Source: an optimization exercise on an open RTL-to-GDS flow (aim: small area and a short achievable clock period). Production flows keep margins and buffers that such runs may drop. Only simulation tests tie the RTL to the original design; equivalence was not proved. Power figures rest on the tool's default switching activity, not on a simulated workload.

File: config.mk
export PLATFORM = sky130hd
export DESIGN_NAME = sMachine
export DESIGN_NICKNAME = sMachine
export VERILOG_FILES = /design/flow/design.v
export SDC_FILE = /design/flow/constraint.sdc
export NUM_CORES = 4
export LEC_CHECK = 0
export CAP_MARGIN = 20
export CORE_MARGIN = 2
export CORE_UTILIZATION = 55
export CTS_CLUSTER_DIAMETER = 100
export CTS_CLUSTER_SIZE = 30
export SETUP_SLACK_MARGIN = 1.8
export SLEW_MARGIN = 20
export SYNTH_HIERARCHICAL = 1
export SYNTH_MINIMUM_KEEP_SIZE = 0
export TNS_END_PERCENT = 10
File: constraint.sdc
create_clock -name core_clock -period 4.5 [get_ports {clk}]
set_input_delay 0.9000 -clock core_clock [delete_from_list [all_inputs] [get_ports {clk}]]
set_output_delay 0.9000 -clock core_clock [all_outputs]
set_load 0.01 [all_outputs]
File: design.v
`timescale 1ns/1ps
`default_nettype none
module addXor2 (
    input  logic a, b,
    output logic y
);
    assign y = a ^ b;
endmodule
module addXnor2 (
    input  logic a, b,
    output logic y
);
    assign y = ~(a ^ b);
endmodule
module addAnd2b (
    input  logic a, bN,
    output logic y
);
    assign y = a & ~bN;
endmodule
module addOr2 (
    input  logic a, b,
    output logic y
);
    assign y = a | b;
endmodule
module addInv (
    input  logic a,
    output logic y
);
    assign y = ~a;
endmodule
module addAnd2 (
    input  logic a, b,
    output logic y
);
    assign y = a & b;
endmodule
module addPfx (
    input  logic gH, pH, gL, pL,
    output logic g, p
);
    assign g = gH | (pH & gL);
    assign p = pH & pL;
endmodule
module addPfxG (
    input  logic gH, pH, gL,
    output logic g
);
    assign g = gH | (pH & gL);
endmodule
module addKs16 (
    input  logic [15:0] a,
    input  logic [15:0] b,
    output logic [15:0] s
);
    logic [15:0] gL [5];
    logic [15:0] pL [5];
    for (genvar i = 0; i < 16; i++) begin : gPg
        addXor2 uP (.a(a[i]), .b(b[i]), .y(pL[0][i]));
        addAnd2 uG (.a(a[i]), .b(b[i]), .y(gL[0][i]));
    end
    for (genvar l = 0; l < 4; l++) begin : gLvl
        for (genvar i = 0; i < 16; i++) begin : gBit
            if (i < (1 << l)) begin : gPass
                assign gL[l+1][i] = gL[l][i];
                assign pL[l+1][i] = pL[l][i];
            end else if (i < (2 << l)) begin : gGonly
                addPfxG u (.gH(gL[l][i]), .pH(pL[l][i]), .gL(gL[l][i - (1 << l)]), .g(gL[l+1][i]));
                assign pL[l+1][i] = 1'b0;
            end else begin : gFull
                addPfx u (.gH(gL[l][i]), .pH(pL[l][i]), .gL(gL[l][i - (1 << l)]),
                          .pL(pL[l][i - (1 << l)]), .g(gL[l+1][i]), .p(pL[l+1][i]));
            end
        end
    end
    for (genvar i = 1; i < 16; i++) begin : gSum
        addXor2 uS (.a(pL[0][i]), .b(gL[4][i-1]), .y(s[i]));
    end
    assign s[0] = pL[0][0];
endmodule
module subKs16 (
    input  logic [15:0] a,
    input  logic [15:0] b,
    output logic [15:0] s
);
    logic [15:0] gL [5];
    logic [15:0] pL [5];
    logic        g0;
    for (genvar i = 0; i < 16; i++) begin : gPg
        addXnor2 uP (.a(a[i]), .b(b[i]), .y(pL[0][i]));
        if (i == 0) begin : gB0
            addAnd2b uG (.a(a[i]), .bN(b[i]), .y(g0));
        end else begin : gBn
            addAnd2b uG (.a(a[i]), .bN(b[i]), .y(gL[0][i]));
        end
    end
    addOr2 uG0 (.a(g0), .b(pL[0][0]), .y(gL[0][0]));
    for (genvar l = 0; l < 4; l++) begin : gLvl
        for (genvar i = 0; i < 16; i++) begin : gBit
            if (i < (1 << l)) begin : gPass
                assign gL[l+1][i] = gL[l][i];
                assign pL[l+1][i] = pL[l][i];
            end else if (i < (2 << l)) begin : gGonly
                addPfxG u (.gH(gL[l][i]), .pH(pL[l][i]), .gL(gL[l][i - (1 << l)]), .g(gL[l+1][i]));
                assign pL[l+1][i] = 1'b0;
            end else begin : gFull
                addPfx u (.gH(gL[l][i]), .pH(pL[l][i]), .gL(gL[l][i - (1 << l)]),
                          .pL(pL[l][i - (1 << l)]), .g(gL[l+1][i]), .p(pL[l+1][i]));
            end
        end
    end
    for (genvar i = 1; i < 16; i++) begin : gSum
        addXor2 uS (.a(pL[0][i]), .b(gL[4][i-1]), .y(s[i]));
    end
    addInv uS0 (.a(pL[0][0]), .y(s[0]));
endmodule
`default_nettype wire
`timescale 1ns/1ps
`default_nettype none
module ramPredec (
    input  logic [3:0]  x,
    output logic [15:0] yN
);
    always_comb begin
        for (int j = 0; j < 16; j++) begin
            yN[j] = !(x == 4'(j));
        end
    end
endmodule
module ramPredecEn (
    input  logic [3:0]  x,
    input  logic        en,
    output logic [15:0] yN
);
    always_comb begin
        for (int j = 0; j < 16; j++) begin
            yN[j] = !(en && (x == 4'(j)));
        end
    end
endmodule
module ramWordSel (
    input  logic [15:0] loN,
    input  logic        hiN,
    output logic [15:0] y
);
    assign y = ~(loN | {16{hiN}});
endmodule
module ramSlice (
    input  logic [255:0] sel,
    input  logic [255:0] d,
    output logic [1:0]   y
);
    logic [31:0]  t2;
    logic [7:0]   t3;
    for (genvar k = 0; k < 32; k++) begin : gL2
        ramOr8 u (.sel(sel[8*k +: 8]), .d(d[8*k +: 8]), .y(t2[k]));
    end
    for (genvar k = 0; k < 8; k++) begin : gL3
        ramNor4 u (.a(t2[4*k]), .b(t2[4*k+1]), .c(t2[4*k+2]), .d(t2[4*k+3]), .y(t3[k]));
    end
    ramNand4 uL4a (.a(t3[0]), .b(t3[1]), .c(t3[2]), .d(t3[3]), .y(y[0]));
    ramNand4 uL4b (.a(t3[4]), .b(t3[5]), .c(t3[6]), .d(t3[7]), .y(y[1]));
endmodule
module ramOr8 (
    input  logic [7:0] sel,
    input  logic [7:0] d,
    output logic       y
);
    assign y = |(sel & d);
endmodule
module ramNand4 (
    input  logic a, b, c, d,
    output logic y
);
    assign y = ~(a & b & c & d);
endmodule
module ramNor4 (
    input  logic a, b, c, d,
    output logic y
);
    assign y = ~(a | b | c | d);
endmodule
module ramMerge (
    input  logic [15:0] p0,
    input  logic [15:0] p1,
    input  logic        sel,
    input  logic [15:0] other,
    output logic [15:0] y
);
    assign y = ((p0 | p1) & {16{sel}}) | other;
endmodule
module ramMergeOut (
    input  logic [15:0] p0,
    input  logic [15:0] p1,
    input  logic        sel,
    input  logic [15:0] other,
    output logic [15:0] y
);
    assign y = ((p0 | p1) & {16{sel}}) | other;
endmodule
`default_nettype wire
`timescale 1ns/1ps
`default_nettype none
module sMachine (
    input  logic        clk,
    input  logic        rstN,
    input  logic [15:0] instr,
    output logic [7:0]  pc,
    output logic [15:0] regA,
    output logic [15:0] regB,
    output logic [2:0]  flags
);
    logic [15:0] a, b;       
    logic        fz, fn, fc;
    logic [1:0] cls;
    logic [1:0] mOp;
    logic       rs;
    logic [2:0] mode;
    logic [7:0] addr;
    assign cls  = instr[15:14];
    assign mOp  = instr[13:12];
    assign rs   = instr[11];
    assign mode = instr[10:8];
    assign addr = instr[7:0];
    logic isMem, isFlg;
    assign isMem = (cls == 2'b00);
    assign isFlg = (cls == 2'b11);
    logic [15:0] selReg;
    logic        storeEn;
    logic        loadRam;
    assign selReg  = rs ? b : a;
    assign storeEn = isMem && (mOp == 2'b01);
    assign loadRam = isMem && (mOp == 2'b00) && !mode[2];
    logic [15:0] ram [256];
    logic [15:0]  rLoN, rHiN, wLoN, wHiN;
    logic [255:0] rSel, wSel;
    ramPredec   rLoDec (.x(addr[3:0]), .yN(rLoN));
    ramPredec   rHiDec (.x(addr[7:4]), .yN(rHiN));
    ramPredecEn wLoDec (.x(addr[3:0]), .en(storeEn), .yN(wLoN));
    ramPredec   wHiDec (.x(addr[7:4]), .yN(wHiN));
    for (genvar g = 0; g < 16; g++) begin : gWord
        ramWordSel rWs (.loN(rLoN), .hiN(rHiN[g]), .y(rSel[16*g +: 16]));
        ramWordSel wWs (.loN(wLoN), .hiN(wHiN[g]), .y(wSel[16*g +: 16]));
    end
    for (genvar w = 0; w < 256; w++) begin : gRam
        always_ff @(posedge clk) begin
            if (wSel[w]) begin
                ram[w] <= selReg;
            end
        end
    end
    logic [15:0] rdP0, rdP1;
    for (genvar i = 0; i < 16; i++) begin : gRdBit
        logic [255:0] col;
        for (genvar w = 0; w < 256; w++) begin : gCol
            assign col[w] = ram[w][i];
        end
        ramSlice u (.sel(rSel), .d(col), .y({rdP1[i], rdP0[i]}));
    end
    logic [15:0] sumAdd, sumSub, sumInc;
    addKs16 addAB  (.a(a),      .b(b),             .s(sumAdd));
    subKs16 subAB  (.a(a),      .b(b),             .s(sumSub));
    addKs16 addInc (.a(selReg), .b({8'h00, addr}), .s(sumInc));
    logic [15:0] incY;
    logic        zAdd, zSub, zInc, zLog;
    assign incY = {8'h00, addr};
    assign zAdd = &(~((a ^ b) ^ {a[14:0] | b[14:0], 1'b0}));
    assign zSub = (a == b);
    assign zInc = &(~((selReg ^ incY) ^ {selReg[14:0] | incY[14:0], 1'b0}));
    logic cAdd, cSub;
    assign cAdd = (a[15] & b[15]) | (a[15] & sumAdd[15]) | (b[15] & sumAdd[15]);
    assign cSub = (a[15] & b[15]) | (a[15] & sumSub[15]) | (b[15] & sumSub[15]);
    logic isAluLo, isAluHi;
    assign isAluLo = (cls == 2'b01);     
    assign isAluHi = (cls == 2'b10);     
    logic opAdd, opSub, opOr, opAnd, opXor, opRor, opMov, opXch;
    assign opAdd = isAluLo && (mOp == 2'b00);
    assign opSub = isAluLo && (mOp == 2'b01);
    assign opOr  = isAluLo && (mOp == 2'b10);
    assign opAnd = isAluLo && (mOp == 2'b11);
    assign opXor = isAluHi && (mOp == 2'b00);
    assign opRor = isAluHi && (mOp == 2'b01);
    assign opMov = isAluHi && (mOp == 2'b10);
    assign opXch = isAluHi && (mOp == 2'b11);
    logic memLd, memInc;
    assign memLd  = isMem && (mOp == 2'b00);
    assign memInc = isMem && (mOp == 2'b10);
    logic loadA, loadB;
    assign loadA = loadRam && !rs;
    assign loadB = loadRam && rs;
    logic immLoA, immHiA, incA;
    logic sAdd, sSub, sLog, sRor, sXchA, sIncA, sKeepLoA, sKeepHiA, sImmLoA, sImmHiA;
    assign immLoA = memLd && !rs && mode[2] && !mode[1];
    assign immHiA = memLd && !rs && mode[2] &&  mode[1];
    assign incA   = memInc && !rs;
    assign sAdd     = rstN & opAdd;
    assign sSub     = rstN & opSub;
    assign sLog     = rstN & (opOr | opAnd | opXor);
    assign sRor     = rstN & opRor;
    assign sXchA    = rstN & opXch;
    assign sIncA    = rstN & incA;
    assign sImmLoA  = rstN & immLoA;
    assign sImmHiA  = rstN & immHiA;
    assign sKeepHiA = rstN & !(opAdd | opSub | opOr | opAnd | opXor | opRor | opXch | incA | loadA | immHiA);
    assign sKeepLoA = rstN & !(opAdd | opSub | opOr | opAnd | opXor | opRor | opXch | incA | loadA | immLoA);
    logic [15:0] logicRes;
    assign logicRes = ({16{opOr}} & (a | b)) | ({16{opAnd}} & (a & b)) | ({16{opXor}} & (a ^ b));
    logic [15:0] aOther;
    assign aOther = ({16{sAdd}}  & sumAdd)
                  | ({16{sSub}}  & sumSub)
                  | ({16{sLog}}  & logicRes)
                  | ({16{sRor}}  & {a[0], a[15:1]})
                  | ({16{sXchA}} & b)
                  | ({16{sIncA}} & sumInc)
                  | {{8{sKeepHiA}} & a[15:8], {8{sKeepLoA}} & a[7:0]}
                  | {{8{sImmHiA}} & addr,     {8{sImmLoA}}  & addr};
    logic immLoB, immHiB, incB;
    logic sAtoB, sIncB, sKeepLoB, sKeepHiB, sImmLoB, sImmHiB;
    assign immLoB = memLd && rs && mode[2] && !mode[1];
    assign immHiB = memLd && rs && mode[2] &&  mode[1];
    assign incB   = memInc && rs;
    assign sAtoB    = rstN & (opMov | opXch);
    assign sIncB    = rstN & incB;
    assign sImmLoB  = rstN & immLoB;
    assign sImmHiB  = rstN & immHiB;
    assign sKeepHiB = rstN & !(opMov | opXch | incB | loadB | immHiB);
    assign sKeepLoB = rstN & !(opMov | opXch | incB | loadB | immLoB);
    logic [15:0] bOther;
    assign bOther = ({16{sAtoB}} & a)
                  | ({16{sIncB}} & sumInc)
                  | {{8{sKeepHiB}} & b[15:8], {8{sKeepLoB}} & b[7:0]}
                  | {{8{sImmHiB}} & addr,     {8{sImmLoB}}  & addr};
    logic loadAR, loadBR;
    assign loadAR = loadA & rstN;
    assign loadBR = loadB & rstN;
    logic zNext, nNext, cNext;
    logic taken;
    assign zLog = (logicRes == 16'd0);
    always_comb begin
        if (rs) taken = (|(mode & ~{fz, fn, fc})) || (mode == 3'b111);
        else    taken = (|(mode & {fz, fn, fc})) || (mode == 3'b000);
    end
    always_comb begin
        zNext = fz;
        nNext = fn;
        cNext = fc;
        if (opAdd) begin
            zNext = zAdd;  nNext = sumAdd[15]; cNext = cAdd;
        end else if (opSub || (isFlg && mOp == 2'b00)) begin
            zNext = zSub;  nNext = sumSub[15]; cNext = cSub;
        end else if (opOr || opAnd || opXor) begin
            zNext = zLog;  nNext = logicRes[15]; cNext = 1'b0;
        end else if (memInc) begin
            zNext = zInc;  nNext = sumInc[15];
        end else if (isFlg && mOp == 2'b01) begin
            zNext = fz | mode[2];  nNext = fn | mode[1];  cNext = fc | mode[0];
        end else if (isFlg && mOp == 2'b10) begin
            zNext = fz & ~mode[2]; nNext = fn & ~mode[1]; cNext = fc & ~mode[0];
        end else if (isFlg) begin
            zNext = 1'b0;  nNext = 1'b0;  cNext = 1'b0;
        end
    end
    logic [15:0] aR, bR, rdR0, rdR1;
    logic        ldA, ldB;
    always_ff @(posedge clk) begin
        aR   <= aOther;
        bR   <= bOther;
        ldA  <= loadAR;
        ldB  <= loadBR;
        rdR0 <= rdP0;
        rdR1 <= rdP1;
    end
    ramMerge mergeA (.p0(rdR0), .p1(rdR1), .sel(ldA), .other(aR), .y(a));
    ramMerge mergeB (.p0(rdR0), .p1(rdR1), .sel(ldB), .other(bR), .y(b));
    always_ff @(posedge clk) begin
        if (!rstN) begin
            pc <= '0;
            fz <= 1'b0;
            fn <= 1'b0;
            fc <= 1'b0;
        end else begin
            pc <= (isMem && mOp == 2'b11 && taken) ? addr : pc + 8'd1;
            fz <= zNext;
            fn <= nNext;
            fc <= cNext;
        end
    end
    ramMergeOut outA (.p0(rdR0), .p1(rdR1), .sel(ldA), .other(aR), .y(regA));
    ramMergeOut outB (.p0(rdR0), .p1(rdR1), .sel(ldB), .other(bR), .y(regB));
    assign flags = {fz, fn, fc};
endmodule
`default_nettype wire
File: flow/run.sh
#!/bin/bash
# Own flow: the standard layout, with the port buffers made from
# sky130_fd_sc_hd__buf_4 instead of the delay buffer that buffer_ports picks.
# Every tool's output stays in the ORFS logs; make's output goes to standard.log.
set -euo pipefail
export BUFFER_PORTS_ARGS="-buffer_cell sky130_fd_sc_hd__buf_4"
bash standard.sh > standard.log 2>&1
File: standard.sh
#!/bin/bash
# synth_recipe.tcl (not shown) runs the flow's synth.tcl, then flattens the netlist and writes it again
# the make line also repeats each setting of config.mk as NAME=value (left out here)
make -C /OpenROAD-flow-scripts/flow DESIGN_CONFIG=/design/flow/config.mk WORK_HOME=/design/flow/orfs CLKGATE_MAP_FILE= SYNTH_SCRIPT=/design/flow/synth_recipe.tcl "${@:-finish}"
==> flow_summary.yaml, run 1 <==
timing:
  max_freq_ghz: 0.296
  finClkSkew_ps: 89.7
  hold_viol_final: 0
  slew_headroom_pct: 18.1
  timing.final.ws_setup_ps: 1120
  timing.hold.ws_ps: 208
  rsz0062_at_grt: "true"
  setup_viol: 0
  finalCriticalPeriod_ps: 3380
  fin_crit_sh_pct: 75.1
  finalMaxSlewViolations: 0
  max_slew.worst_pin.slew_ps: 1220
floorplan:
  ios: 61
  start_util_pct: 55.2
  rows: 195
  core_um2: 282000
  die_height_um: 536
  die-width_um: 536
  dieArea_um2: 288000
yosys:
  yosys_warnings: 20
  yosys.area.top_type: "edfxtp_1"
  synth_top_family_by_area: "compound AO/OA/AOI/OAI gates"
  syn_avg_cell_area_um2: 18.2
  synthAdderAreaFrac_pct: 0.336
  seq_area_frac_synth_pct: 79.9
  synthMuxAreaShare_pct: 0.0137
  synth-simple-area-share_pct: 6.49
  async_flop_share_pct: 0
  synth.area.top_cells: "edfxtp_1, a22oi_1, nand4_1, nor2_1, nor4_2"
  yosys_register_bits: 4173
  synth_edf_count: 4096
  netlist_area_um2: 156000
  synth_cell_types: 76
  synth_compound_area_share_pct: 11.7
  synth_top_area_share_pct: 78.9
  synthFlopType: "edfxtp_1"
  synth-xor-area-share_pct: 0.686
  synthCells: 8564
hold_path:
  hold_depth: 2
  min_from: "instr[10]"
  hold_path_end: "ldB"
  hold_path_class: "primary input to flop"
critical_path:
  cp_max_fo: 4
  end_kind: "flop"
  worstSetupPathType: "flop to flop"
  timing.rr.start: "rdR0[8]"
  critPathRequiredTime_ps: 5340
  regToRegSetupSlack_ps: 1120
  cp.arrival_ps: 4220
  reg2reg_depth: 15
  cp-start-kind: "flop"
  r2r_end: "aR[10]"
grt:
  grt_max_degree: 195
  grt_pass1_wl_um: 667000
  grt_usage_pct: 33.1
  grt_pass1_vias: 84800
  grt_overflow: 0
  antenna_found_initial: 30
power_and_ir_drop:
  ir_worst_vdd_uv: 317
  p_leak_uw: 0.0557
  p_per_area_nw_per_um2: 370
job:
  max_cap_violations: 0
route:
  vias_per_cell: 6.87
  drtIter0Drc: 14700
  routed_wl_um: 488000
  avgRoutedWirePerCell_um: 36.3
  vias: 92400
  ant_nets: 0
  drc_errors: 0
  first_pass_iters: 7
clocking:
  hold_buffers: 0
  cts_buffer_depth: 4
  clock_latency_ps: 960
  cts_root_buf: "clkbuf_16"
  cts_made_buffers: 166
  clk_pin_slew_ps: 110
  htree_num_levels: 4
  clock-sinks: 4173
  cts_tree: "yes"
layout:
  fin_nets: 9698
  layout-drive-gt1-share_pct: 18.2
  syn_to_final_growth_pct: 12.3
  final_util_pct: 62.1
outcome:
  outcome: "complete, no violations"
placed_design:
  numPortBuffers: 60
  routabilityCongestion: 0.927
  hpwl_um: 301000
  place_ws_ps: 111
==> registers in the layout, indices dropped and copies added, names as in the netlist <==
| register | flops |
|---|---|
| ldB | 1 |
| ldA | 1 |
| ram | 4096 |
| bR | 16 |
| fz | 1 |
| pc | 8 |
| rdR0 | 16 |
| fn | 1 |
| fc | 1 |
| aR | 16 |
| rdR1 | 16 |
==> synth_stat cells (4+ instances only) <==
| cell type | number |
|---|---|
| or4_1 | 5 |
| buf_8 | 32 |
| a22oi_1 | 2051 |
| nor4_1 | 8 |
| xor2_1 | 98 |
| nand2b_1 | 31 |
| clkbuf_1 | 27 |
| a21oi_1 | 19 |
| o21ai_0 | 65 |
| o2bb2ai_1 | 5 |
| buf_6 | 40 |
| ha_1 | 41 |
| nor2_2 | 96 |
| o21a_1 | 10 |
| a222oi_1 | 46 |
| nor3_1 | 11 |
| nand2_1 | 75 |
| and2_1 | 124 |
| nor2b_4 | 15 |
| nor2b_1 | 6 |
| nand4bb_1 | 18 |
| buf_4 | 7 |
| a211oi_1 | 14 |
| edfxtp_1 | 4096 |
| a211o_1 | 5 |
| a21o_1 | 139 |
| a221o_1 | 8 |
| nand3_1 | 17 |
| dfxtp_1 | 77 |
| buf_2 | 5 |
| and3_1 | 4 |
| o21ai_2 | 40 |
| nand4_1 | 555 |
| inv_1 | 54 |
| xnor2_1 | 24 |
| or4b_1 | 9 |
| nor2_1 | 448 |
| o211ai_1 | 4 |
| nor4_2 | 129 |
| nand4b_1 | 13 |
| nand2b_2 | 40 |
==> critical path: stages, from the launching register on <==
cell,delay [ps]
dfxtp_2,370
buf_6,170
o21ai_4,150
nand2b_4,120
nand2_2,90
o21ai_4,90
xor2_2,190
buf_4,170
and2_1,160
and2_4,170
a21o_1,170
a21o_1,200
xor2_2,230
a222oi_1,500
nand2_1,180
a221o_1,310
==> through the flow <==
stage	total power, µW	setup TNS, ps	instances	area (µm²)
2_1_floorplan	45000	-22040	8578	156000
3_3_place_gp	46500	-54.5	13000	166000
3_5_place_dp	46500	0	13000	166000
4_1_cts	64600	0	13300	172000
5_1_grt	66200	0	13400	175000
6_report	64700	0	13400	175000
==> modules after synthesis (local to each module, per instance), a selection <==
module	cell area, µm²	copies in the design	flip-flops and latches	cells
ramWordSel	93.8	32	0	18
ramMerge	254	2	0	33
addPfxG	7.51	42	0	1
sMachine	128000	1	4173	4683
addInv	3.75	1	0	1
addAnd2	6.26	30	0	1
addXor2	8.76	77	0	1
addKs16	7.51	2	0	1
ramNor4	12.5	128	0	1
addPfx	13.8	93	0	2
ramMergeOut	254	2	0	33
ramPredecEn	123	1	0	23
addXnor2	8.76	16	0	1
addOr2	6.26	1	0	1
ramPredec	186	3	0	20
==> cells by family (layout without fill, tap and decap cells) <==
group,after synthesis,in the layout
and+or+nand+nor,1627,1627
xor gates and xnor gates,122,122
other,1,21
muxes,2,2
AOI/OAI and AO/OA,2429,2430
DFF,4173,4173
buffers and inverters,168,1284
adders and majority gates,42,42
==> cell usage in the layout (no fill, tap or decap), types with 17 or more instances in the layout <==
master     count
edfxtp_1    4096
nand4_1      555
clkbuf_16    180
clkbuf_1      34
nor4_2        94
nand2b_1      29
nor2_1       397
buf_6         39
nand2_2       18
a21o_1       137
buf_4        868
o21ai_2       37
nor2_2       120
a22oi_1     2039
nor4_4        37
o21ai_0       41
nand2b_2      27
a222oi_1      46
dfxtp_4       21
xor2_2        21
buf_12        63
and2_1       115
a21oi_1       17
xor2_1        65
ha_1          39
dfxtp_1       45
inv_1         35
nand2_1       58
nor2_4        27
==> layer usage <==
metal  vias to the layer above  wire [µm]  GRT usage (%)
li1                      38300          -              -
met1                     48200     200000           50.9
met2                      5325     217000           48.8
met3                       570      57100           6.63
met4                        10      14000           8.16
met5                         -         67              0
==> cell type report <==
cell class              count  area [µm²]
repair buffers           1005        9020
clock buffers             206        4430
flip-flops and latches   4173      125000
well taps                3743        4680
diodes                      6        15.0
clock inverters            18         285
multi-input cells        4238       31700
inverters                  55         249
fillers                 20500      107000
==> how the worst max path moves through the flow <==
stage                   start      end  slack (ps)
finish                rdR0[8]   aR[10]        1120
global route              ldB   aR[10]        1100
CTS                       ldA   aR[10]        1270
detailed placement   instr[7]  rdR0[6]         110
global placement     instr[5]  rdR1[0]         -50
floorplan           instr[11]       fn        -990
==> report_power, final <==
group,switching [µW],total (µW),internal [µW]
clock,11400,18600,7160
sequential,257,43000,42700
combinational,2190,3130,942
total,13900,64700,50800
==> repair_timing <==
| item | CTS | global route |
|---|---|---|
| resized for setup | 182 | 261 |
| pin swaps | 39 | 106 |
| cloned | 6 | 8 |
| setup buffers | 75 | 111 |
| setup endpoints to repair | 3318 | 2937 |
==> inputs of run 2 (changes only) <==
--- a/design.v
+++ b/design.v
@@ -199,6 +199,12 @@
 );
     assign y = ((p0 | p1) & {16{sel}}) | other;
 endmodule
+module ramFlagCopy (
+    input  logic a,
+    output logic y
+);
+    assign y = a;
+endmodule
 `default_nettype wire
 `timescale 1ns/1ps
 `default_nettype none
@@ -258,16 +264,21 @@
         end
         ramSlice u (.sel(rSel), .d(col), .y({rdP1[i], rdP0[i]}));
     end
-    logic [15:0] sumAdd, sumSub, sumInc;
-    addKs16 addAB  (.a(a),      .b(b),             .s(sumAdd));
-    subKs16 subAB  (.a(a),      .b(b),             .s(sumSub));
-    addKs16 addInc (.a(selReg), .b({8'h00, addr}), .s(sumInc));
+    logic [15:0] sumAdd, sumSub, sumIncA, sumIncB, sumInc;
+    addKs16 addAB   (.a(a), .b(b),             .s(sumAdd));
+    subKs16 subAB   (.a(a), .b(b),             .s(sumSub));
+    addKs16 addIncA (.a(a), .b({8'h00, addr}), .s(sumIncA));
+    addKs16 addIncB (.a(b), .b({8'h00, addr}), .s(sumIncB));
+    assign sumInc = rs ? sumIncB : sumIncA;
     logic [15:0] incY;
     logic        zAdd, zSub, zInc, zLog;
     assign incY = {8'h00, addr};
     assign zAdd = &(~((a ^ b) ^ {a[14:0] | b[14:0], 1'b0}));
     assign zSub = (a == b);
-    assign zInc = &(~((selReg ^ incY) ^ {selReg[14:0] | incY[14:0], 1'b0}));
+    logic zIncA, zIncB;
+    assign zIncA = &(~((a ^ incY) ^ {a[14:0] | incY[14:0], 1'b0}));
+    assign zIncB = &(~((b ^ incY) ^ {b[14:0] | incY[14:0], 1'b0}));
+    assign zInc  = rs ? zIncB : zIncA;
     logic cAdd, cSub;
     assign cAdd = (a[15] & b[15]) | (a[15] & sumAdd[15]) | (b[15] & sumAdd[15]);
     assign cSub = (a[15] & b[15]) | (a[15] & sumSub[15]) | (b[15] & sumSub[15]);
@@ -312,7 +323,7 @@
                   | ({16{sLog}}  & logicRes)
                   | ({16{sRor}}  & {a[0], a[15:1]})
                   | ({16{sXchA}} & b)
-                  | ({16{sIncA}} & sumInc)
+                  | ({16{sIncA}} & sumIncA)
                   | {{8{sKeepHiA}} & a[15:8], {8{sKeepLoA}} & a[7:0]}
                   | {{8{sImmHiA}} & addr,     {8{sImmLoA}}  & addr};
     logic immLoB, immHiB, incB;
@@ -328,7 +339,7 @@
     assign sKeepLoB = rstN & !(opMov | opXch | incB | loadB | immLoB);
     logic [15:0] bOther;
     assign bOther = ({16{sAtoB}} & a)
-                  | ({16{sIncB}} & sumInc)
+                  | ({16{sIncB}} & sumIncB)
                   | {{8{sKeepHiB}} & b[15:8], {8{sKeepLoB}} & b[7:0]}
                   | {{8{sImmHiB}} & addr,     {8{sImmLoB}}  & addr};
     logic loadAR, loadBR;
@@ -386,8 +397,15 @@
             fc <= cNext;
         end
     end
-    ramMergeOut outA (.p0(rdR0), .p1(rdR1), .sel(ldA), .other(aR), .y(regA));
-    ramMergeOut outB (.p0(rdR0), .p1(rdR1), .sel(ldB), .other(bR), .y(regB));
+    logic ldAOut, ldBOut, loadAOut, loadBOut;
+    ramFlagCopy cpA (.a(loadAR), .y(loadAOut));
+    ramFlagCopy cpB (.a(loadBR), .y(loadBOut));
+    always_ff @(posedge clk) begin
+        ldAOut <= loadAOut;
+        ldBOut <= loadBOut;
+    end
+    ramMergeOut outA (.p0(rdR0), .p1(rdR1), .sel(ldAOut), .other(aR), .y(regA));
+    ramMergeOut outB (.p0(rdR0), .p1(rdR1), .sel(ldBOut), .other(bR), .y(regB));
     assign flags = {fz, fn, fc};
 endmodule
 `default_nettype wire
==> run 2 against run 1 <==
Against the previous run:
- cell count is 1.6% higher
- final area is 0.60% higher
- clock skew shrank 41 ps
- still clean on timing, DRC and antenna
- critical path type unchanged
- global-route usage rose by 0.60 points
- synthesized cell count grew 2.1%
- utilization fell by 0.21 points
==> flow_summary.yaml, run 2 <==
outcome:
  outcome: "complete, no violations"
hold_path:
  hold_path_end: "ldA"
  min_from: "instr[10]"
  hold_path_class: "primary input to flop"
  hold_depth: 2
yosys:
  yosys.area.top_type: "edfxtp_1"
  synthFlopType: "edfxtp_1"
  seq_area_frac_synth_pct: 79.3
  async_flop_share_pct: 0
  yosys_warnings: 20
  synth_top_area_share_pct: 78.3
  synthTopCellsByCount: "edfxtp_1, a22oi_1, nand4_1, nor2_1, a21o_1"
  synth.most_common_cell: "edfxtp_1"
  syn_avg_cell_area_um2: 18.0
  synth_edf_count: 4096
  synth.area.top_cells: "edfxtp_1, a22oi_1, nand4_1, nor2_1, nor4_2"
  yosys_register_bits: 4175
  synthCells: 8743
  netlist_area_um2: 157000
  synth_cell_types: 75
placed_design:
  place_ws_ps: 4.93
  hpwl_um: 317000
  numPortBuffers: 60
  routabilityCongestion: 0.973
floorplan:
  core_um2: 285000
  die-width_um: 539
  dieArea_um2: 290000
  start_util_pct: 55.2
  ios: 61
  die_height_um: 539
  rows: 196
critical_path:
  cp-start-kind: "flop"
  cp.arrival_ps: 3870
  max_stage_delay_ps: 440
  timing.rr.start: "rdR1[2]"
  cp_slowest_cell: "dfxtp_4"
  r2r_end: "aR[14]"
  cp_max_fo: 5
  crit_chain: "o21ai_2 -> nand2b_1 -> buf_6 -> buf_4 -> xor2_4 -> and2_1 -> and2_1 -> a21o_1 -> a21o_1 -> xor2_1 -> a22oi_2 -> nand2_1 -> a221o_1 -> a221o_1"
  regToRegSetupSlack_ps: 1420
  end_kind: "flop"
  critPathRequiredTime_ps: 5290
  worstSetupPathType: "flop to flop"
  reg2reg_depth: 14
layout:
  largest_register_ffs: 4096
  syn_to_final_growth_pct: 12.1
  layout-drive-gt1-share_pct: 17.8
  fin_nets: 9862
  layout_common_cells: "edfxtp_1, a22oi_1, buf_4, nand4_1, nor2_1"
  fillers: 20400
  mostFrequentLayoutCell: "edfxtp_1"
  largest_register: "ram"
timing:
  slew_headroom_pct: 23.1
  max_freq_ghz: 0.325
  fin_crit_sh_pct: 68.5
  fin_setup_tns_ps: 0
  finClkSkew_ps: 49.1
  finalMaxSlewViolations: 0
  max_slew.worst_pin.slew_ps: 1150
  hold_viol_final: 0
  finalCriticalPeriod_ps: 3080
  setup_viol: 0
  rsz0062_at_grt: "true"
  timing.final.ws_setup_ps: 1420
clocking:
  cts_made_buffers: 164
  clock-sinks: 4175
  cts_buffer_depth: 4
  clock_latency_ps: 930
  clk_pin_slew_ps: 110
  hold_buffers: 0
  cts_root_buf: "clkbuf_16"
  cts_tree: "yes"
  htree_num_levels: 4
power_and_ir_drop:
  p_leak_uw: 0.0567
  p_per_area_nw_per_um2: 369
  ir_worst_vdd_uv: 410
grt:
  grt_overflow: 0
  grt_usage_pct: 33.7
  grt_max_degree: 145
  antenna_found_initial: 20
  grt_pass1_wl_um: 690000
  grt_pass1_vias: 87900
route:
  avgRoutedWirePerCell_um: 36.4
  ant_nets: 0
  vias: 94400
  drc_errors: 0
  first_pass_iters: 6
  drtIter0Drc: 15700
  vias_per_cell: 6.91
  routed_wl_um: 498000
job:
  max_cap_violations: 0
==> run 2: cell types whose count changed after synthesis, sizes merged, moves of 9 or more <==
cell	previous run	this run
a211oi	14	2
a222oi	46	15
and2	124	174
buf	86	101
a22oi	2051	2097
o21a	10	1
xnor2	24	48
a21o	139	181
xor2	98	113
nand2	76	100
==> run 2: cell families after synthesis <==
kind of cell	after synthesis	share of synthesized area (%)
compound gates	2469	11.8
xor+xnor	161	0.897
fa+ha+maj	50	0.397
buf+inv	173	0.888
flops	4175	79.3
mux	2	0.0127
other cells	1	0.00239
simple gates	1712	6.75
==> run 2: per-module statistics from Yosys, one instance, submodules excluded, excerpt <==
module     cell area, µm²  cells inside
ramMerge              254            33
addInv               3.75             1
addAnd2b             13.8             1
addPfx               13.8             2
addKs16              7.51             1
ramPredec             186            20
addAnd2              6.26             1
==> run 2: repair_timing <==
item	in CTS	in global routing
cloned	2	0
endpoints found under the setup margin	4009	1333
pin swaps	95	18
setup buffers	153	26
hold endpoints to repair	0	0
resized for setup	383	28
==> run 2: how the worst max path moves through the flow <==
stage               startpoint  slack, ps  cells past startpoint         end
floorplan            instr[11]        350                      3  ram[0][11]
finish                 rdR1[2]       1420                     14      aR[14]
global route           rdR1[9]       1380                     12      aR[14]
detailed placement    instr[7]          5                     10    rdR0[15]
CTS                    rdR1[9]       1460                     12      aR[14]
global placement      instr[7]        -30                     10    rdR0[15]
==> run 2: report_power, final <==
part	switching (µW)	leakage, µW	internal (µW)
Sequential	344	0.0385	42800
Clock	11400	0.00226	7170
Combinational	2240	0.0159	1040
Total	14000	0.0567	51000
==> run 2: worst max-delay path: cells and delay by family, from the launching register on <==
kind | cells | cell delay (ps)
AO/OA/AOI/OAI | 6 | 1390
XOR/XNOR | 2 | 340
buffers and inverters | 2 | 300
flip-flops | 1 | 440
AND/OR/NAND/NOR | 4 | 480
==> run 2: through the flow <==
step           hold slack (ps)  total power [µW]  util, %  instances  area (µm²)
6_report                   237             65000     61.8      13700      176000
3_3_place_gp               521             46700     58.9      13200      168000
2_1_floorplan              482             45200        -       8772      157000
5_1_grt                    219             66600     61.8      13600      176000
4_1_cts                    178             65000     61.7      13600      176000
3_5_place_dp               532             46700     58.9      13200      168000
==> run 2: final cells by class <==
cell class / instances / area [µm²] / area share, %
inverter: 49 / 218 / 0.124
multi-input combinational: 4424 / 33000 / 18.7
antenna: 14 / 35.0 / 0.0199
sequential: 4175 / 125000 / 70.8
clock buffer: 231 / 4460 / 2.53
timing repair buffer: 981 / 8740 / 4.97
clock inverter: 17 / 230 / 0.131
tap: 3762 / 4710 / 2.67
==> run 2: routing by layer <==
metal	up-vias	wire (µm)	GRT usage, %
met3	713	59300	7.36
met2	5873	222000	50.1
met4	18	17700	10.1
met1	49000	199000	50.2
met5	-	116	0
li1	38800	-	-
==> inputs of run 3 (changes only) <==
--- a/design.v
+++ b/design.v
@@ -115,6 +115,41 @@
     end
     addInv uS0 (.a(pL[0][0]), .y(s[0]));
 endmodule
+module wbAoi22 (
+    input  logic a1, a2, b1, b2,
+    output logic y
+);
+    assign y = ~((a1 & a2) | (b1 & b2));
+endmodule
+module wbAoi21 (
+    input  logic a1, a2, b,
+    output logic y
+);
+    assign y = ~((a1 & a2) | b);
+endmodule
+module wbNand2 (
+    input  logic a, b,
+    output logic y
+);
+    assign y = ~(a & b);
+endmodule
+module wbLateA (
+    input  logic s0, x0, s1, x1, s2, x2, e,
+    output logic y
+);
+    logic t0, t1;
+    wbAoi22 u0 (.a1(s0), .a2(x0), .b1(s1), .b2(x1), .y(t0));
+    wbAoi21 u1 (.a1(s2), .a2(x2), .b(e), .y(t1));
+    wbNand2 u2 (.a(t0), .b(t1), .y(y));
+endmodule
+module wbLateB (
+    input  logic s0, x0, e,
+    output logic y
+);
+    logic t0;
+    wbAoi21 u0 (.a1(s0), .a2(x0), .b(e), .y(t0));
+    assign y = ~t0;
+endmodule
 `default_nettype wire
 `timescale 1ns/1ps
 `default_nettype none
@@ -317,15 +352,16 @@
     assign sKeepLoA = rstN & !(opAdd | opSub | opOr | opAnd | opXor | opRor | opXch | incA | loadA | immLoA);
     logic [15:0] logicRes;
     assign logicRes = ({16{opOr}} & (a | b)) | ({16{opAnd}} & (a & b)) | ({16{opXor}} & (a ^ b));
-    logic [15:0] aOther;
-    assign aOther = ({16{sAdd}}  & sumAdd)
-                  | ({16{sSub}}  & sumSub)
-                  | ({16{sLog}}  & logicRes)
+    logic [15:0] aEarly, aOther;
+    assign aEarly = ({16{sLog}}  & logicRes)
                   | ({16{sRor}}  & {a[0], a[15:1]})
                   | ({16{sXchA}} & b)
-                  | ({16{sIncA}} & sumIncA)
                   | {{8{sKeepHiA}} & a[15:8], {8{sKeepLoA}} & a[7:0]}
                   | {{8{sImmHiA}} & addr,     {8{sImmLoA}}  & addr};
+    for (genvar i = 0; i < 16; i++) begin : gWbA
+        wbLateA u (.s0(sAdd), .x0(sumAdd[i]), .s1(sSub), .x1(sumSub[i]),
+                   .s2(sIncA), .x2(sumIncA[i]), .e(aEarly[i]), .y(aOther[i]));
+    end
     logic immLoB, immHiB, incB;
     logic sAtoB, sIncB, sKeepLoB, sKeepHiB, sImmLoB, sImmHiB;
     assign immLoB = memLd && rs && mode[2] && !mode[1];
@@ -337,11 +373,13 @@
     assign sImmHiB  = rstN & immHiB;
     assign sKeepHiB = rstN & !(opMov | opXch | incB | loadB | immHiB);
     assign sKeepLoB = rstN & !(opMov | opXch | incB | loadB | immLoB);
-    logic [15:0] bOther;
-    assign bOther = ({16{sAtoB}} & a)
-                  | ({16{sIncB}} & sumIncB)
+    logic [15:0] bEarly, bOther;
+    assign bEarly = ({16{sAtoB}} & a)
                   | {{8{sKeepHiB}} & b[15:8], {8{sKeepLoB}} & b[7:0]}
                   | {{8{sImmHiB}} & addr,     {8{sImmLoB}}  & addr};
+    for (genvar i = 0; i < 16; i++) begin : gWbB
+        wbLateB u (.s0(sIncB), .x0(sumIncB[i]), .e(bEarly[i]), .y(bOther[i]));
+    end
     logic loadAR, loadBR;
     assign loadAR = loadA & rstN;
     assign loadBR = loadB & rstN;
==> run 3 against run 2 <==
Against the previous run:
- sequential share of layout area fell by 0.78 points
- flip-flop and latch count unchanged
- fmax grew 3.7%
- critical endpoint is now fn
- highest routed layer unchanged
- routed wire length rose by 1.0%
- still clean
- synthesized cell count barely moved
- die area hardly changed
- register-to-register slack improved by 110 ps
- area after synthesis barely moved
- power decreased by 0.33%
- combinational power is essentially flat
- critical path depth decreased by 2
- utilization rose by 0.69 points
==> flow_summary.yaml, run 3 <==
critical_path:
  max_stage_delay_ps: 530
  end_kind: "flop"
  worstSetupPathType: "flop to flop"
  r2r_end: "fn"
  reg2reg_depth: 12
  cp.arrival_ps: 3790
  cpLargestDelayFamily: "compound AO/OA/AOI/OAI gates"
  cp.depth: 12
  cp_slowest_cell: "dfxtp_4"
  cp-start-kind: "flop"
  path_buf_inv: 1
  crit_chain: "o21ai_2 -> nand2b_4 -> buf_4 -> xor2_2 -> and2_1 -> and2_1 -> a21o_1 -> a21o_1 -> xor2_1 -> mux2_2 -> nand2_1 -> a41oi_1"
  regToRegSetupSlack_ps: 1530
  critPathRequiredTime_ps: 5320
  cp_max_fo: 9
  timing.rr.start: "rdR0[6]"
yosys:
  synth.area.top_cells: "edfxtp_1, a22oi_1, nand4_1, nor2_1, nor4_2"
  yosys_register_bits: 4175
  seq_area_frac_synth_pct: 79.2
  synth_edf_count: 4096
  netlist_area_um2: 157000
  yosys_warnings: 20
  yosys.area.top_type: "edfxtp_1"
  synthCells: 8747
  synthFlopType: "edfxtp_1"
  synth_cell_types: 69
  synth.most_common_cell: "edfxtp_1"
  synthTopCellsByCount: "edfxtp_1, a22oi_1, nand4_1, nor2_1, a21o_1"
  syn_avg_cell_area_um2: 18.0
  synth_top_area_share_pct: 78.2
  async_flop_share_pct: 0
clocking:
  cts_tree: "yes"
  clock_latency_ps: 930
  cts_made_buffers: 164
  clk_pin_slew_ps: 110
  htree_num_levels: 4
  cts_root_buf: "clkbuf_16"
  cts_buffer_depth: 4
  clock-sinks: 4175
hold_path:
  hold_path_end: "ldB"
  hold_depth: 2
  min_from: "instr[10]"
  hold_path_class: "primary input to flop"
job:
  max_cap_violations: 0
layout:
  layout-drive-gt1-share_pct: 19.6
  mostFrequentLayoutCell: "edfxtp_1"
  final_util_pct: 62.5
  layout_common_cells: "edfxtp_1, a22oi_1, buf_4, nand4_1, nor2_1"
  largest_register_ffs: 4096
  largest_register: "ram"
  finalInstanceArea_um2: 178000
  syn_to_final_growth_pct: 13.3
  fin_nets: 9946
grt:
  grt_overflow: 0
  grt_usage_pct: 33.6
  grt_pass1_wl_um: 686000
  grt_pass1_vias: 87800
  grt_max_degree: 157
  antenna_found_initial: 18
floorplan:
  ios: 61
  start_util_pct: 55.2
  dieArea_um2: 290000
  rows: 196
  core_um2: 285000
  die_height_um: 539
  die-width_um: 539
timing:
  fin_setup_tns_ps: 0
  rsz0062_at_grt: "true"
  finClkSkew_ps: 44.2
  max_slew.worst_pin.slew_ps: 1420
  fin_crit_sh_pct: 66.0
  max_freq_ghz: 0.337
  setup_viol: 0
  finalMaxSlewViolations: 0
  slew_headroom_pct: 5.21
  finalCriticalPeriod_ps: 2970
  hold_viol_final: 0
placed_design:
  routabilityCongestion: 0.979
  placed_area_um2: 168000
  hpwl_um: 319000
  numPortBuffers: 60
route:
  ant_nets: 0
  vias_per_cell: 6.87
  routed_wl_um: 503000
  drc_errors: 0
  avgRoutedWirePerCell_um: 36.7
  first_pass_iters: 15
  drtIter0Drc: 15100
  vias: 94200
outcome:
  outcome: "complete, no violations"
power_and_ir_drop:
  ir_worst_vdd_uv: 428
  p_per_area_nw_per_um2: 364
  p_leak_uw: 0.0577
-- run 3: changes by cell type after synthesis, moves of 6 or more --
cell / previous run / this run
xor2_1: 113 / 129
inv_1: 49 / 87
a21oi_2: 1 / 32
buf_2: 14 / 8
nand3_1: 25 / 15
nand2_1: 100 / 88
a222oi_1: 15 / 28
a22oi_1: 2097 / 2053
a22oi_2: 0 / 16
xnor2_1: 48 / 31
-- run 3: metrics by stage --
| stage | hold WS, ps | setup slack [ps] | power [µW] | std cells |
|---|---|---|---|---|
| 2_1_floorplan | 545 | 170 | 45200 | 8776 |
| 3_3_place_gp | 566 | -234 | 46600 | 13200 |
| 3_5_place_dp | 566 | -13.0 | 46700 | 13200 |
| 4_1_cts | 238 | 1620 | 64700 | 13600 |
| 5_1_grt | 291 | 1520 | 66300 | 13700 |
| 6_report | 301 | 1530 | 64800 | 13700 |
-- run 3: Yosys stat by module (local to each module, per instance), a selection --
module | cells inside | times used
wbAoi22 | 1 | 16
addAnd2 | 1 | 45
wbNand2 | 1 | 16
addAnd2b | 1 | 15
addPfxG | 1 | 56
ramOr8 | 5 | 512
addInv | 1 | 1
-- run 3: worst max path at each step --
stage	startpoint	endpoint	slack [ps]
final	rdR0[6]	fn	1530
after global routing	rdR0[6]	fn	1520
after CTS	rdR0[0]	fc	1620
after detailed placement	instr[6]	rdR0[15]	-10
after global placement	instr[4]	rdR1[1]	-230
after floorplan	instr[11]	ram[0][11]	170
-- run 3: layout make-up --
cell class,instances,area (µm²)
diodes,12,30.0
flip-flops and latches,4175,125000
inverters,88,360
fillers,20300,107000
clock buffers,214,4400
well taps,3762,4710
clock inverters,13,199
multi-input cells,4405,33800
repair buffers,1045,9850
-- run 3: worst register-to-register path: cells and delay by family, from the launching register on --
family / cells / cell delay [ps]
buffers and inverters: 1 / 200
AND/OR/NAND/NOR: 4 / 690
multiplexers: 1 / 200
AO/OA/AOI/OAI: 4 / 740
XOR/XNOR: 2 / 520
flip-flops: 1 / 530
-- run 3: kinds of logic (layout without fill, tap and decap cells) --
family | count (synthesis) | count (layout) | synth area share, %
buffers and inverters | 202 | 1360 | 0.928
other | 1 | 42 | 0.00239
DFF | 4175 | 4175 | 79.2
xor gates and xnor gates | 160 | 160 | 0.891
adders and majority gates | 49 | 49 | 0.390
and+or+nand+nor | 1671 | 1676 | 6.59
AOI/OAI and AO/OA | 2485 | 2486 | 11.9
muxes | 4 | 4 | 0.0271
-- run 3: what timing repair did --
action | 4_1_cts | 5_1_grt
resized for setup | 359 | 246
gates cloned | 3 | 12
endpoints found under the setup margin | 3776 | 1096
hold buffers | 0 | 0
buffers inserted | 116 | 131
pin swaps | 65 | 118
-- run 3: per-layer routing --
metal	wire length (µm)	up-vias	track usage, %
li1	-	39000	-
met1	197000	48900	49.1
met2	226000	5635	50.5
met3	60800	760	7.46
met4	19100	4	10.6
met5	25	-	0
-- run 3: power breakdown --
| part | internal (µW) | switching (µW) | leakage (µW) | total (µW) |
|---|---|---|---|---|
| clock | 7090 | 11300 | 0.00223 | 18400 |
| combinational | 1030 | 2240 | 0.0170 | 3270 |
| sequential | 42700 | 344 | 0.0385 | 43100 |
==> inputs of run 4 (changes only) <==
--- a/design.v
+++ b/design.v
@@ -217,28 +217,20 @@
     assign y = ~(a | b | c | d);
 endmodule
 module ramMerge (
-    input  logic [15:0] p0,
-    input  logic [15:0] p1,
-    input  logic        sel,
-    input  logic [15:0] other,
+    input  logic [15:0] a,
+    input  logic [15:0] b,
+    input  logic [15:0] c,
     output logic [15:0] y
 );
-    assign y = ((p0 | p1) & {16{sel}}) | other;
+    assign y = a | b | c;
 endmodule
 module ramMergeOut (
-    input  logic [15:0] p0,
-    input  logic [15:0] p1,
-    input  logic        sel,
-    input  logic [15:0] other,
+    input  logic [15:0] a,
+    input  logic [15:0] b,
+    input  logic [15:0] c,
     output logic [15:0] y
 );
-    assign y = ((p0 | p1) & {16{sel}}) | other;
-endmodule
-module ramFlagCopy (
-    input  logic a,
-    output logic y
-);
-    assign y = a;
+    assign y = a | b | c;
 endmodule
 `default_nettype wire
 `timescale 1ns/1ps
@@ -410,18 +402,17 @@
             zNext = 1'b0;  nNext = 1'b0;  cNext = 1'b0;
         end
     end
-    logic [15:0] aR, bR, rdR0, rdR1;
-    logic        ldA, ldB;
+    logic [15:0] aR, bR, rdA0, rdA1, rdB0, rdB1;
     always_ff @(posedge clk) begin
         aR   <= aOther;
         bR   <= bOther;
-        ldA  <= loadAR;
-        ldB  <= loadBR;
-        rdR0 <= rdP0;
-        rdR1 <= rdP1;
+        rdA0 <= rdP0 & {16{loadAR}};
+        rdA1 <= rdP1 & {16{loadAR}};
+        rdB0 <= rdP0 & {16{loadBR}};
+        rdB1 <= rdP1 & {16{loadBR}};
     end
-    ramMerge mergeA (.p0(rdR0), .p1(rdR1), .sel(ldA), .other(aR), .y(a));
-    ramMerge mergeB (.p0(rdR0), .p1(rdR1), .sel(ldB), .other(bR), .y(b));
+    ramMerge mergeA (.a(aR), .b(rdA0), .c(rdA1), .y(a));
+    ramMerge mergeB (.a(bR), .b(rdB0), .c(rdB1), .y(b));
     always_ff @(posedge clk) begin
         if (!rstN) begin
             pc <= '0;
@@ -435,15 +426,8 @@
             fc <= cNext;
         end
     end
-    logic ldAOut, ldBOut, loadAOut, loadBOut;
-    ramFlagCopy cpA (.a(loadAR), .y(loadAOut));
-    ramFlagCopy cpB (.a(loadBR), .y(loadBOut));
-    always_ff @(posedge clk) begin
-        ldAOut <= loadAOut;
-        ldBOut <= loadBOut;
-    end
-    ramMergeOut outA (.p0(rdR0), .p1(rdR1), .sel(ldAOut), .other(aR), .y(regA));
-    ramMergeOut outB (.p0(rdR0), .p1(rdR1), .sel(ldBOut), .other(bR), .y(regB));
+    ramMergeOut outA (.a(aR), .b(rdA0), .c(rdA1), .y(regA));
+    ramMergeOut outB (.a(bR), .b(rdB0), .c(rdB1), .y(regB));
     assign flags = {fz, fn, fc};
 endmodule
 `default_nettype wire
==> run 4 against run 3 <==
Against the previous run:
- non-clock buffer count rose by 188
- global-route usage rose by 0.66 points
- cell count rose by 1.7%
- die area rose by 0.22%
- fmax fell by 3.6%
- power rose by 0.66%
- largest power group unchanged
==> flow_summary.yaml, run 4 <==
outcome:
  outcome: "complete, no violations"
critical_path:
  critPathRequiredTime_ps: 5310
  worstSetupPathType: "primary input to flop"
  cp-start-kind: "primary input"
  cp_max_fo: 16
  reg2reg_depth: 13
  end_kind: "flop"
  cp.arrival_ps: 3890
yosys:
  synth_top_area_share_pct: 78.1
  syn_avg_cell_area_um2: 17.9
  netlist_area_um2: 158000
  synth_cell_types: 67
  synth.area.top_cells: "edfxtp_1, a22oi_1, nand4_1, dfxtp_1, nor2_1"
  yosys_register_bits: 4203
  synthTopCellsByCount: "edfxtp_1, a22oi_1, nand4_1, nor2_1, and2_1"
  synth_edf_count: 4096
  yosys.area.top_type: "edfxtp_1"
  yosys_warnings: 20
  async_flop_share_pct: 0
  seq_area_frac_synth_pct: 79.4
  synthCells: 8786
  synthFlopType: "edfxtp_1"
  synth.most_common_cell: "edfxtp_1"
route:
  vias_per_cell: 6.84
  vias: 95300
  drtIter0Drc: 14500
  drc_errors: 0
  ant_nets: 0
  routed_wl_um: 512000
  avgRoutedWirePerCell_um: 36.7
  first_pass_iters: 6
grt:
  antenna_found_initial: 32
  grt_max_degree: 152
  grt_overflow: 0
  grt_usage_pct: 34.2
  grt_pass1_wl_um: 697000
  grt_pass1_vias: 88500
layout:
  fillers: 19800
  regArea_um2: 125000
  multi_input_area_um2: 34100
  fin_nets: 10200
  syn_to_final_growth_pct: 16.6
  mostFrequentLayoutCell: "edfxtp_1"
  final_util_pct: 64.5
  layout-drive-gt1-share_pct: 21.4
  layout_common_cells: "edfxtp_1, a22oi_1, buf_4, nand4_1, nor2_1"
  finalInstanceArea_um2: 184000
  largest_register: "ram"
  largest_register_ffs: 4096
floorplan:
  start_util_pct: 55.3
  dieArea_um2: 291000
  rows: 196
  ios: 61
  die-width_um: 539
  core_um2: 285000
  die_height_um: 539
power_and_ir_drop:
  p_per_area_nw_per_um2: 355
  ir_worst_vdd_uv: 366
  p_leak_uw: 0.0597
timing:
  timing.hold.ws_ps: 386
  finalMaxSlewViolations: 0
  max_slew.worst_pin.slew_ps: 1160
  fin_setup_tns_ps: 0
  hold_viol_final: 0
  max_freq_ghz: 0.325
  setup_viol: 0
  finClkSkew_ps: 52.4
  rsz0062_at_grt: "true"
  finalCriticalPeriod_ps: 3080
  fin_crit_sh_pct: 68.4
  timing.final.ws_setup_ps: 1420
  slew_headroom_pct: 22.9
clocking:
  cts_tree: "yes"
  hold_buffers: 0
  clock_latency_ps: 940
  cts_root_buf: "clkbuf_16"
  clk_pin_slew_ps: 120
  htree_num_levels: 4
  cts_made_buffers: 165
  cts_buffer_depth: 4
  clock-sinks: 4203
job:
  max_cap_violations: 0
placed_design:
  numPortBuffers: 60
  routabilityCongestion: 0.956
  placed_area_um2: 171000
  place_ws_ps: -437
  hpwl_um: 322000
hold_path:
  hold_depth: 3
  hold_path_class: "primary input to flop"
run 4: cell types whose count changed in the layout (fill, tap and decap cells not counted), sizes merged, moves of 28 or more:
cell    before   now
buf       1039  1220
or3          0    67
nand2b      69    13
dfxtp       79   107
and2       171   233
o21ai      109    44
run 4: cell families (layout without fill, tap and decap cells):
group / Yosys count / after routing / synth area share, %
DFF: 4203 / 4203 / 79.4
muxes: 4 / 4 / 0.0254
adders and majority gates: 49 / 49 / 0.389
buffers and inverters: 192 / 1545 / 0.881
AOI/OAI and AO/OA: 2411 / 2413 / 11.5
xor gates and xnor gates: 160 / 160 / 0.889
other: 1 / 35 / 0.00238
and+or+nand+nor: 1766 / 1771 / 6.87
run 4: worst max-delay path, stage by stage:
cell	delay (ps)
buf_16	130
buf_12	150
or4b_4	180
buf_12	170
buf_4	130
nor2_4	80
a22oi_2	220
nand4_1	440
nor4_4	1000
nand4_1	230
and2_1	210
run 4: final cells by class:
cell class / count / share of cell area [%]
Tap cell: 3762 / 2.56
Clock buffer: 218 / 2.39
Inverter: 79 / 0.183
Sequential cell: 4203 / 68.2
Timing Repair Buffer: 1233 / 7.88
Antenna cell: 5 / 0.00681
Multi-Input combinational cell: 4427 / 18.6
Clock inverter: 15 / 0.189
run 4: through the flow:
step                cells  total power (µW)
floorplan            8815             45400
global placement    13300             46700
detailed placement  13300             46800
CTS                 13800             65100
global route        13900             66700
finish              13900             65200
run 4: worst paths after layout:
path | start | endpoint | slack (ps)
max | instr[6] | rdA1[3] | 1420
max reg2reg | rdB1[2] | fc | 1550
min | rstN | fz | 390
min reg2reg | pc[0] | pc[0] | 510
run 4: routing by layer:
| metal | share of wire [%] | up-vias | track usage (%) |
|---|---|---|---|
| met5 | 0.033 | - | 0 |
| met2 | 46 | 5604 | 52.5 |
| met3 | 12 | 827 | 8.13 |
| li1 | - | 39500 | - |
| met4 | 4.0 | 24 | 11.4 |
| met1 | 39 | 49400 | 48.5 |
run 4: power by group:
group          switching, µW  internal [µW]  leakage [µW]
logic                   2360           1180        0.0187
clock network          11600           7130       0.00227
registers               31.0          42900        0.0388
total                  13900          51300        0.0597
run 4: modules after synthesis, one instance, submodules excluded, excerpt:
module | area [µm²] | times used | flip-flops and latches | cells inside
addAnd2b | 13.8 | 15 | 0 | 1
addOr2 | 6.26 | 1 | 0 | 1
addXnor2 | 8.76 | 16 | 0 | 1
ramMerge | 100 | 2 | 0 | 16
ramMergeOut | 100 | 2 | 0 | 16
ramNand4 | 6.26 | 32 | 0 | 1
ramNor4 | 12.5 | 128 | 0 | 1
ramOr8 | 36.3 | 512 | 0 | 5
ramWordSel | 93.8 | 32 | 0 | 18
sMachine | 129000 | 1 | 4203 | 4770
wbAoi21 | 8.76 | 32 | 0 | 1
wbAoi22 | 12.5 | 16 | 0 | 1
wbLateB | 3.75 | 16 | 0 | 1
run 4: timing repair:
action	in CTS	in global routing
gates cloned	20	14
pin swaps	169	165
gates resized for setup	555	288
endpoints found under the setup margin	3734	947
buffers inserted	193	160

==> separate check: timing with driven ports <==
How much do the figures lean on ideal ports? The routed layouts below were timed once more, with nothing changed but the port constraints.
Step 1: set_driving_cell puts a clkbuf_16 on clk and a buf_2 on each other input, an assumption about the parent block.
Step 2 moves the port delays by t, midway between the first and last clock arrival at a register: inputs arrive t later, outputs are due t later. That takes back most of the time a late clock gives input paths.
Three values: ideal, step 1, step 2; two values: the first two.
| run | t, ns | setup WS [ns] | latest minus earliest clock arrival (ns) |
|---|---|---|---|
| run 1 | 1.014 | 1.121 / 1.115 / 0.352 | 0.092 / 0.091 |
| run 2 | 1.002 | 1.420 / 1.380 / 0.378 | 0.063 / 0.063 |
| run 3 | 1.000 | 1.531 / 1.447 / 0.447 | 0.056 / 0.056 |
| run 4 | 1.008 | 1.420 / 1.344 / 0.336 | 0.056 / 0.055 |
After both steps setup and hold are still met in every run listed.
